From an optimization exercise on the open Yosys and OpenROAD flow, aimed at small area, a short achievable clock period and few clock cycles per item; shortcuts taken in it are not production practice.
Function was checked by simulation only, so behaviour that the tests miss may differ from the original.
The clock input has no modelled driver; a real chip could not lean on it and would need a root buffer or a full tree.
No activity file was given, so power comes from the tool's default toggle rates.

==> flow/design.v <==
package deq_pkg;
  localparam int DEF_CAPACITY   = 16;
  localparam int DEF_DATA_WIDTH = 32;
  localparam int VALUE_W        = 32;
  localparam int COUNT_W        = 5;
  typedef enum logic [1:0] {
    ACT_PUSH_FRONT = 2'd0,
    ACT_PUSH_BACK  = 2'd1,
    ACT_POP_FRONT  = 2'd2,
    ACT_POP_BACK   = 2'd3
  } action_t;
  typedef enum logic [1:0] {
    STAT_OK    = 2'd0,
    STAT_EMPTY = 2'd1,
    STAT_FULL  = 2'd2
  } status_t;
  typedef enum logic {
    ST_IDLE = 1'b0,
    ST_RESP = 1'b1
  } state_t;
  typedef struct packed {
    action_t              action;
    logic [VALUE_W-1:0]   data_in;
  } cmd_t;
  typedef struct packed {
    logic [VALUE_W-1:0]   popped_value;
    status_t              status;
    logic [COUNT_W-1:0]   entry_count;
    logic                 is_empty;
    logic [VALUE_W-1:0]   front_value;
    logic [VALUE_W-1:0]   back_value;
  } res_t;
endpackage
module deq_ram #(
  parameter int WIDTH = 32,
  parameter int DEPTH = 16
) (
  input  logic                     clk,
  input  logic                     we,
  input  logic [$clog2(DEPTH)-1:0] waddr,
  input  logic [WIDTH-1:0]         wdata,
  input  logic [$clog2(DEPTH)-1:0] raddr,
  output logic [WIDTH-1:0]         rdata
);
  logic [WIDTH-1:0] mem [DEPTH];
  always_ff @(posedge clk) begin
    if (we) begin
      mem[waddr] <= wdata;
    end
    rdata <= mem[raddr];
  end
endmodule
module double_ended_queue #(
  parameter int CAPACITY   = deq_pkg::DEF_CAPACITY,
  parameter int DATA_WIDTH = deq_pkg::DEF_DATA_WIDTH
) (
  input  logic           clk,
  input  logic           rst,
  input  logic           start,
  output logic           busy,
  input  logic [33:0]    cmd_bits,
  output logic           done,
  output logic [103:0]   result_bits
);
  localparam int M  = CAPACITY - 2;    
  localparam int J  = M / 2;           
  localparam int W  = DATA_WIDTH;
  localparam int CW = $clog2(CAPACITY + 1);
  deq_pkg::cmd_t cmd;
  deq_pkg::res_t result;
  assign cmd         = cmd_bits;
  assign result_bits = result;
  logic          cv;
  logic [1:0]    cact;
  logic [W-1:0]  cdat;
  logic          rst_q;
  logic          wr_f;       
  logic          wr_b;       
  logic          fs_dat, fs_rd, fs_oth, fs_hold;   
  logic          bs_dat, bs_rd, bs_oth, bs_hold;   
  logic [M-1:0]  rsel;       
  logic [W-1:0]  mem [M];
  logic [J-1:0]  ih_j;       
  logic [J-1:0]  it_j;       
  logic [CW-1:0] count;
  logic          is_empty;   
  logic          is_one;     
  logic          is_two;     
  logic          is_full;    
  logic [W-1:0]  front_q;    
  logic [W-1:0]  back_q;     
  logic          done_q;
  logic [W-1:0]  popped_q;
  logic [1:0]    stat_q;
  logic [J-1:0]  ih_nx, it_nx;
  logic [CW-1:0] count_nx;
  logic          empty_nx, one_nx, two_nx, full_nx;
  logic [W-1:0]  front_nx, back_nx;
  logic          push_f, push_b, pop_f, pop_b;
  logic          do_pf, do_pb, do_qf, do_qb;   
  logic          in_go;
  logic          n_pf, n_pb, n_qf, n_qb;
  logic          deep;       
  logic [W-1:0]  rd;
  logic [W-1:0]  wdata;
  logic          in_push, in_room;
  logic [M-1:0]  we;
  function automatic logic [J-1:0] j_inc(input logic [J-1:0] j);
    j_inc = {j[J-2:0], ~j[J-1]};
  endfunction
  function automatic logic [J-1:0] j_dec(input logic [J-1:0] j);
    j_dec = {~j[0], j[J-1:1]};
  endfunction
  function automatic logic [M-1:0] j_onehot(input logic [J-1:0] j);
    j_onehot[0] = !j[J-1] && !j[0];
    for (int s = 1; s < J; s++) begin
      j_onehot[s] = j[s-1] && !j[s];
    end
    j_onehot[J] = j[J-1] && j[0];
    for (int s = J + 1; s < M; s++) begin
      j_onehot[s] = !j[s-J-1] && j[s-J];
    end
  endfunction
  logic [M-1:0]  ih_oh, it_oh;
  assign ih_oh = j_onehot(ih_j);
  assign it_oh = j_onehot(it_j);
  assign push_f = (cact == deq_pkg::ACT_PUSH_FRONT);
  assign push_b = (cact == deq_pkg::ACT_PUSH_BACK);
  assign pop_f  = (cact == deq_pkg::ACT_POP_FRONT);
  assign pop_b  = (cact == deq_pkg::ACT_POP_BACK);
  assign deep  = !is_empty && !is_one && !is_two;
  assign wdata = push_f ? front_q : back_q;
  always_comb begin
    rd = '0;
    for (int i = 0; i < M; i++) begin
      rd = rd | ({W{rsel[i]}} & mem[i]);
    end
  end
  always_ff @(posedge clk) begin
    for (int i = 0; i < M; i++) begin
      if (we[i]) begin
        mem[i] <= wdata;
      end
    end
  end
  always_comb begin
    ih_nx    = ih_j;
    it_nx    = it_j;
    count_nx = count;
    empty_nx = is_empty;
    one_nx   = is_one;
    two_nx   = is_two;
    full_nx  = is_full;
    if (rst_q) begin
      ih_nx    = '0;                      
      it_nx    = {1'b1, {(J-1){1'b0}}};   
      count_nx = '0;
      empty_nx = 1'b1;
      one_nx   = 1'b0;
      two_nx   = 1'b0;
      full_nx  = 1'b0;
    end else begin
      if (do_pf && !is_empty && !is_one) begin
        ih_nx = j_dec(ih_j);
      end else if (do_qf && deep) begin
        ih_nx = j_inc(ih_j);
      end
      if (do_pb && !is_empty && !is_one) begin
        it_nx = j_inc(it_j);
      end else if (do_qb && deep) begin
        it_nx = j_dec(it_j);
      end
      if (do_pf || do_pb) begin
        count_nx = count + 1'b1;
        empty_nx = 1'b0;
        one_nx   = is_empty;
        two_nx   = is_one;
        full_nx  = (count == CW'(CAPACITY - 1));
      end else if (do_qf || do_qb) begin
        count_nx = count - 1'b1;
        empty_nx = is_one;
        one_nx   = is_two;
        two_nx   = (count == CW'(3));
        full_nx  = 1'b0;
      end
    end
  end
  assign front_nx = ({W{fs_dat}} & cdat) | ({W{fs_rd}} & rd) |
                    ({W{fs_oth}} & back_q) | ({W{fs_hold}} & front_q);
  assign back_nx  = ({W{bs_dat}} & cdat) | ({W{bs_rd}} & rd) |
                    ({W{bs_oth}} & front_q) | ({W{bs_hold}} & back_q);
  assign in_go   = start && !rst;
  assign in_push = in_go && !cmd.action[1];
  assign in_room = !empty_nx && !one_nx && !full_nx;
  assign n_pf    = in_go && (cmd.action == deq_pkg::ACT_PUSH_FRONT) && !full_nx;
  assign n_pb    = in_go && (cmd.action == deq_pkg::ACT_PUSH_BACK) && !full_nx;
  assign n_qf    = in_go && (cmd.action == deq_pkg::ACT_POP_FRONT) && !empty_nx;
  assign n_qb    = in_go && (cmd.action == deq_pkg::ACT_POP_BACK) && !empty_nx;
  always_comb begin
    for (int i = 0; i < M; i++) begin
      we[i] = (wr_f && ih_oh[(i+1)%M]) || (wr_b && it_oh[(i+M-1)%M]);
    end
  end
  always_ff @(posedge clk) begin
    cv     <= start && !rst;
    done_q <= cv && !rst;
    rst_q  <= rst;
    cact   <= cmd.action;
    cdat   <= cmd.data_in;
    rsel   <= j_onehot(cmd.action[0] ? it_nx : ih_nx);
    do_pf  <= n_pf;
    do_pb  <= n_pb;
    do_qf  <= n_qf;
    do_qb  <= n_qb;
    fs_dat  <= n_pf || (n_pb && empty_nx);
    fs_rd   <= n_qf && !one_nx && !two_nx;
    fs_oth  <= n_qf && two_nx;
    fs_hold <= !rst && !(n_pf || (n_pb && empty_nx) || n_qf || (n_qb && one_nx));
    bs_dat  <= n_pb || (n_pf && empty_nx);
    bs_rd   <= n_qb && !one_nx && !two_nx;
    bs_oth  <= n_qb && two_nx;
    bs_hold <= !rst && !(n_pb || (n_pf && empty_nx) || n_qb || (n_qf && one_nx));
    wr_f   <= in_push && in_room && !cmd.action[0];
    wr_b   <= in_push && in_room && cmd.action[0];
  end
  always_ff @(posedge clk) begin
    ih_j     <= ih_nx;
    it_j     <= it_nx;
    count    <= count_nx;
    is_empty <= empty_nx;
    is_one   <= one_nx;
    is_two   <= two_nx;
    is_full  <= full_nx;
    front_q  <= front_nx;
    back_q   <= back_nx;
  end
  always_ff @(posedge clk) begin
    popped_q <= pop_f ? front_q : (pop_b ? back_q : '0);
    if (push_f || push_b) begin
      stat_q <= is_full ? deq_pkg::STAT_FULL : deq_pkg::STAT_OK;
    end else begin
      stat_q <= is_empty ? deq_pkg::STAT_EMPTY : deq_pkg::STAT_OK;
    end
  end
  always_comb begin
    busy                = 1'b0;
    done                = done_q;
    result.popped_value = popped_q;
    result.status       = deq_pkg::status_t'(stat_q);
    result.entry_count  = count;
    result.is_empty     = is_empty;
    result.front_value  = front_q;
    result.back_value   = back_q;
  end
endmodule
module deque_top (
  input  logic        clk,
  input  logic        rst,
  input  logic        start,
  output logic        busy,
  input  logic [1:0]  cmd_action,
  input  logic [31:0] cmd_data,
  output logic        done,
  output logic [31:0] res_popped,
  output logic [1:0]  res_status,
  output logic [4:0]  res_count,
  output logic        res_empty,
  output logic [31:0] res_front,
  output logic [31:0] res_back
);
  deq_pkg::cmd_t cmd;
  deq_pkg::res_t result;
  assign cmd.action  = deq_pkg::action_t'(cmd_action);
  assign cmd.data_in = cmd_data;
  double_ended_queue u_deq (
    .clk         (clk),
    .rst         (rst),
    .start       (start),
    .busy        (busy),
    .cmd_bits    (cmd),
    .done        (done),
    .result_bits (result)
  );
  assign res_popped = result.popped_value;
  assign res_status = result.status;
  assign res_count  = result.entry_count;
  assign res_empty  = result.is_empty;
  assign res_front  = result.front_value;
  assign res_back   = result.back_value;
endmodule
clock: 5.0 ns
lec_check: 0
cap_margin: 20
core_margin: 2
core_utilization: 30
setup_slack_margin: 2.95
slew_margin: 20
standard.sh (not shown) runs the stock make flow with config.mk's settings and CLKGATE_MAP_FILE= SYNTH_SCRIPT=/design/flow/synth_recipe.tcl, a recipe that flattens the netlist after the stock synthesis.
==> flow/flow/run.sh <==
#!/bin/bash
# Standard ORFS layout with three changes: ports get a plain buffer cell,
# CTS builds larger sink clusters without dummy loads, and after CTS the
# clock port drives the first level of clock buffers directly when the tree
# starts with a single root buffer (flow/post_cts.tcl).
set -euo pipefail
here=$(pwd)
export BUFFER_PORTS_ARGS="-buffer_cell sky130_fd_sc_hd__buf_2"
export CTS_ARGS="-sink_clustering_enable -repair_clock_nets -dont_use_dummy_load -buf_list {sky130_fd_sc_hd__clkbuf_8 sky130_fd_sc_hd__clkbuf_16} -sink_clustering_size 30 -sink_clustering_max_diameter 100"
export FLOW_CLOCK_PORT=clk
export POST_CTS_TCL="$here/flow/post_cts.tcl"
bash standard.sh > standard.log 2>&1
==> flow/flow/post_cts.tcl <==
set block [ord::get_db_block]
set clk_bterm [$block findBTerm $::env(FLOW_CLOCK_PORT)]
set clk_net [$clk_bterm getNet]
set iterms [$clk_net getITerms]
if { [llength $iterms] == 1 } {
  set root_in [lindex $iterms 0]
  set root [$root_in getInst]
  set master [[$root getMaster] getName]
  set root_out ""
  foreach it [$root getITerms] {
    if { [$it isOutputSignal] } { set root_out $it }
  }
  if { [string match "*clkbuf*" $master] && $root_out ne "" } {
    set onet [$root_out getNet]
    set loads {}
    foreach it [$onet getITerms] {
      if { [$it getInst] != $root } { lappend loads $it }
    }
    if { [llength $loads] <= 4 && [llength [$onet getBTerms]] == 0 } {
      puts "post_cts: removing root clock buffer [$root getName] ($master), port now drives [llength $loads] pins"
      foreach it $loads {
        $it disconnect
        $it connect $clk_net
      }
      $root_in disconnect
      $root_out disconnect
      odb::dbInst_destroy $root
      odb::dbNet_destroy $onet
    } else {
      puts "post_cts: root buffer output has [llength $loads] loads, left as is"
    }
  }
} else {
  puts "post_cts: clock port drives [llength $iterms] pins, left as is"
}
The starting point ran to the end with no violations.
Testbench counts at the start, summed over its fixed seeds: cycles 8,016, items 8,000.
==> next run, changes <==
==> flow/flow/run.sh (replaced) <==
#!/bin/bash
# Standard ORFS layout with two changes: ports get a plain buffer cell, and
# CTS builds larger sink clusters without dummy loads.
set -euo pipefail
export BUFFER_PORTS_ARGS="-buffer_cell sky130_fd_sc_hd__buf_2"
export CTS_ARGS="-sink_clustering_enable -repair_clock_nets -dont_use_dummy_load -buf_list {sky130_fd_sc_hd__clkbuf_8 sky130_fd_sc_hd__clkbuf_16} -sink_clustering_size 30 -sink_clustering_max_diameter 100"
bash standard.sh > standard.log 2>&1
CORE_UTILIZATION = 40   (was 30)
SETUP_SLACK_MARGIN = 2.87   (was 2.95)
removed: flow/flow/post_cts.tcl
=> Via count goes up slightly. Power goes up slightly. Non-clock buffer count goes down by 21. Clock-buffer cell count goes up by 1. Utilization goes up by 11 points. Flip-flop and latch count does not change.
==> next run, changes <==
==> flow/flow/run.sh (replaced) <==
#!/bin/bash
# Standard ORFS layout with three changes: ports get a plain buffer cell,
# CTS builds larger sink clusters without dummy loads, and after CTS the
# clock port drives the first level of clock buffers directly when the tree
# starts with a single root buffer (flow/post_cts.tcl).
set -euo pipefail
here=$(pwd)
export BUFFER_PORTS_ARGS="-buffer_cell sky130_fd_sc_hd__buf_2"
export CTS_ARGS="-sink_clustering_enable -repair_clock_nets -dont_use_dummy_load -buf_list {sky130_fd_sc_hd__clkbuf_8 sky130_fd_sc_hd__clkbuf_16} -sink_clustering_size 30 -sink_clustering_max_diameter 100"
export FLOW_CLOCK_PORT=clk
export POST_CTS_TCL="$here/flow/post_cts.tcl"
bash standard.sh > standard.log 2>&1
==> flow/flow/post_cts.tcl (new file) <==
set block [ord::get_db_block]
set clk_bterm [$block findBTerm $::env(FLOW_CLOCK_PORT)]
set clk_net [$clk_bterm getNet]
set iterms [$clk_net getITerms]
if { [llength $iterms] == 1 } {
  set root_in [lindex $iterms 0]
  set root [$root_in getInst]
  set master [[$root getMaster] getName]
  set root_out ""
  foreach it [$root getITerms] {
    if { [$it isOutputSignal] } { set root_out $it }
  }
  if { [string match "*clkbuf*" $master] && $root_out ne "" } {
    set onet [$root_out getNet]
    set loads {}
    foreach it [$onet getITerms] {
      if { [$it getInst] != $root } { lappend loads $it }
    }
    if { [llength $loads] <= 4 && [llength [$onet getBTerms]] == 0 } {
      puts "post_cts: removing root clock buffer [$root getName] ($master), port now drives [llength $loads] pins"
      foreach it $loads {
        $it disconnect
        $it connect $clk_net
      }
      $root_in disconnect
      $root_out disconnect
      odb::dbInst_destroy $root
      odb::dbNet_destroy $onet
    } else {
      puts "post_cts: root buffer output has [llength $loads] loads, left as is"
    }
  }
} else {
  puts "post_cts: clock port drives [llength $iterms] pins, left as is"
}
CORE_UTILIZATION = 50   (was 40)
SETUP_SLACK_MARGIN = 2.95   (was 2.87)
Wire length grows slightly.
Design area rises slightly.
Maximum frequency rose by a few percent.
Global-route usage climbs by 6.6 points.
Critical path depth rises by 5.
Clock power came out lower by a few percent.
Total power stays flat.
Non-clock buffer count goes up by 17.
==> next run, changes <==
CORE_UTILIZATION = 40   (was 50)
SETUP_SLACK_MARGIN = 2.9   (was 2.95)
Synthesized area stays the same.
Global-route usage decreases by 6.5 points.
Setup slack gains 0.055 ns.
Die area increases by a quarter to a third.
Utilization decreases by 12 points.
Cell area decreases slightly.
Clock skew increases by 0.016 ns.

[port drivers added, routing unchanged]
The flow's constraints put no driver on any port. The routed layouts listed below were extracted and timed again, unchanged, in two steps.
Step 1 assumes that a clkbuf_16 drives the clock port and a buf_2 every other input.
Step 2 also shifts input and output timing later by t, the mid clock arrival at the registers, as if the neighbouring blocks saw the same clock.
Three values: no drivers, after step 1, after step 2; two values: the first two.
| run | t (ns) | setup WS [ns] | latest minus earliest clock arrival (ns) |
|---|---|---|---|
| the first run | 0.499 | 2.922 / 2.840 / 2.628 | 0.098 / 0.099 |
| the second run | 0.619 | 2.820 / 2.759 / 2.703 | 0.093 / 0.093 |
| the third run | 0.499 | 2.863 / 2.850 / 2.668 | 0.074 / 0.074 |
| the fourth run | 0.491 | 2.918 / 2.844 / 2.709 | 0.092 / 0.092 |
After both steps every run listed still meets setup and hold. For the first run, which loses most, drivers alone change the setup slack by -0.082 ns; drivers and shift together by -0.294 ns.
